What follows belongs to an exercise in optimizing a design on an open flow for small area, a short achievable clock period and few clock cycles; a production flow would make more cautious choices. At most, simulation tests tie the RTL to the original design; equivalence was not proved. No activity file was given, so power comes from the tool's default toggle rates.

## v32
==> flow/design.v (excerpt) <==
module postfix_to_load_op_code #(
    parameter int STACK_DEPTH = ptl_pkg::STACK_DEPTH_DEF
) (
    input  wire logic       clk,
    input  wire logic       rst_n,
    input  wire logic       in_valid,
    output logic            in_stall,
    input  wire logic [7:0] symbol,
    input  wire logic       is_end,
    output logic            out_valid,
    input  wire logic       out_stall,
    output logic [3:0]      kind,
    output logic [7:0]      first_operand,
    output logic [7:0]      second_operand,
    output logic [7:0]      temp_number,
    output logic            stack_empty,
    output logic            last
);
    logic       head_valid;
    logic [6:0] head_item;
    logic       head_pop;
    ptl_front u_front (
        .clk        (clk),
        .rst_n      (rst_n),
        .in_valid   (in_valid),
        .in_stall   (in_stall),
        .symbol     (symbol),
        .is_end     (is_end),
        .head_valid (head_valid),
        .head_item  (head_item),
        .head_pop   (head_pop)
    );
    ptl_back #(
        .STACK_DEPTH (STACK_DEPTH)
    ) u_back (
        .clk            (clk),
        .rst_n          (rst_n),
        .head_valid     (head_valid),
        .head_item      (head_item),
        .head_pop       (head_pop),
        .out_valid      (out_valid),
        .out_stall      (out_stall),
        .kind           (kind),
  ...
Settings: LEC_CHECK=0, CAP_MARGIN=20, CORE_MARGIN=2, CORE_UTILIZATION=40, SETUP_SLACK_MARGIN=2.5, SLEW_MARGIN=20; clock period 4.4 ns.
run.sh (not shown) runs the stock make flow with config.mk's settings and CLKGATE_MAP_FILE= SYNTH_SCRIPT=/design/flow/synth_recipe.tcl, a recipe that flattens the netlist after the stock synthesis.
v32 did not stop at any stage, and its layout met the timing, DRC and antenna checks.
Testbench counts of v32, summed over its fixed seeds: cycles 24,938.
Relative to v32, the following input files were edited for v51:
- CTS_BUF_LIST newly set to sky130_fd_sc_hd__clkbuf_4 sky130_fd_sc_hd__clkbuf_8
## What came out
- The arrival time of the worst setup path number comes out higher for v51 vs v32.
- Going from v32 to v51, total power of the final layout grows by about 2%.
- For count of clock-net buffers in the final layout, dividing the value from v32 by the value from v51 gives 0.66.
- Reported for v51 and v32, number of synthesized flops with an enable pin turned out identical to the last digit.
- v51 vs. v32: clock latency reported for the late side of the worst-skew pair saw an increase; routed wire length went up about 1.4%; fmax went down by 5.3 MHz.
- [compare] base=v32 new=v51: layout overhead on the synthesized area went up by 1.5 points; worst setup slack after layout went down by 0.029 ns.
#### Input delta (v35 over v51)
- CTS_BUF_LIST removed (was sky130_fd_sc_hd__clkbuf_4 sky130_fd_sc_hd__clkbuf_8)
- CTS_CLUSTER_DIAMETER newly set to 100
- CTS_CLUSTER_SIZE newly set to 30
## What came out
Taking v51 as the reference, in v35 routed via count now smaller, fmax now larger. Going from v51 to v35, period utilization down 0.94 points; count of clock buffers in the final design decreased by 81 relative to the old numbers; combinational group share of total power rose by 1.7 points; met3 routing resource usage after global routing decreased 1.4 points. Of v35 and v51, the lower post-cts resize count belongs to v35. v35 packs its core looser than v51.

---

postfix_to_load_op_code, a different RTL version from the one above (not shown whole).
For scale: roughly 1,200 cells after synthesis, ~410 flip-flops, roughly 45 I/O pins, roughly 0.015 mm² of cells after synthesis.
==> flow/design.v (excerpt) <==
module postfix_to_load_op_code #(
    parameter int STACK_DEPTH = ptl_pkg::STACK_DEPTH_DEF
) (
    input  wire logic       clk,
    input  wire logic       rst_n,
    input  wire logic       in_valid,
    output logic            in_stall,
    input  wire logic [7:0] symbol,
    input  wire logic       is_end,
    output logic            out_valid,
    input  wire logic       out_stall,
    output logic [3:0]      kind,
    output logic [7:0]      first_operand,
    output logic [7:0]      second_operand,
    output logic [7:0]      temp_number,
    output logic            stack_empty,
    output logic            last
);
make LEC_CHECK=0 CAP_MARGIN=20 CORE_MARGIN=2 CORE_UTILIZATION=40 SETUP_SLACK_MARGIN=2.5 SLEW_MARGIN=20 finish   # period 4.4 ns
==> next run, changes <==
==> flow/flow/run.sh (new file) <==
#!/bin/bash
# The standard layout, with the port buffers made of fast sky130 buffers
# instead of the delay buffers buffer_ports picks by default.
set -euo pipefail
export BUFFER_PORTS_ARGS="-buffer_cell sky130_fd_sc_hd__buf_4"
bash standard.sh > standard_flow.log 2>&1
==> flow/standard.sh (new file) <==
#!/bin/bash
# synth_recipe.tcl (not shown) runs the flow's synth.tcl, then flattens the netlist and writes it again
# the make line also repeats each setting of config.mk as NAME=value (left out here)
make -C /OpenROAD-flow-scripts/flow DESIGN_CONFIG=/design/flow/config.mk WORK_HOME=/design/flow/orfs CLKGATE_MAP_FILE= SYNTH_SCRIPT=/design/flow/synth_recipe.tcl "${@:-finish}"
removed: flow/run.sh
Effect: The changed run went through all stages and came out clean; global-route usage stays flat; clock-buffer cell count goes down by 4; worst hold slack is worse by 0.074 ns; die area does not change; total power shrinks slightly; cell count climbs slightly; utilization rose by 0.42 points; worst setup slack got worse by 0.015 ns; wire length falls slightly.
No functional check of the RTL was part of any run of this note.

[separate check: timing with driven ports]
No port has a modelled driver above. Below, the same layouts with a new extraction and two added sets of constraints.
Step 1: set_driving_cell puts a clkbuf_16 on clk and a buf_2 on each other input, an assumption about the parent block.
Step 2 also shifts input and output timing later by t, the mid clock arrival at the registers, as if the neighbouring blocks saw the same clock.
Slacks: ideal ports / drivers / drivers and shift; pairs: ideal ports / drivers.
run | shift t [ns] | slack for setup (ns) | cell pins on the clock port's net
v32 | 0.583 | 2.063 / 2.013 / 1.937 | 1
v51 | 0.630 | 2.034 / 1.987 / 1.816 | 1
v35 | 0.563 | 2.075 / 2.024 / 1.935 | 1
the first run of note 2 | 0.599 | 2.122 / 2.122 / 1.661 | 1
the second run of note 2 | 0.581 | 2.107 / 2.107 / 1.650 | 1
After both steps setup and hold are still met in every run listed. The setup slack of the first run of note 2, which loses most, moves by 0.000 ns with the drivers and by -0.461 ns with both steps.
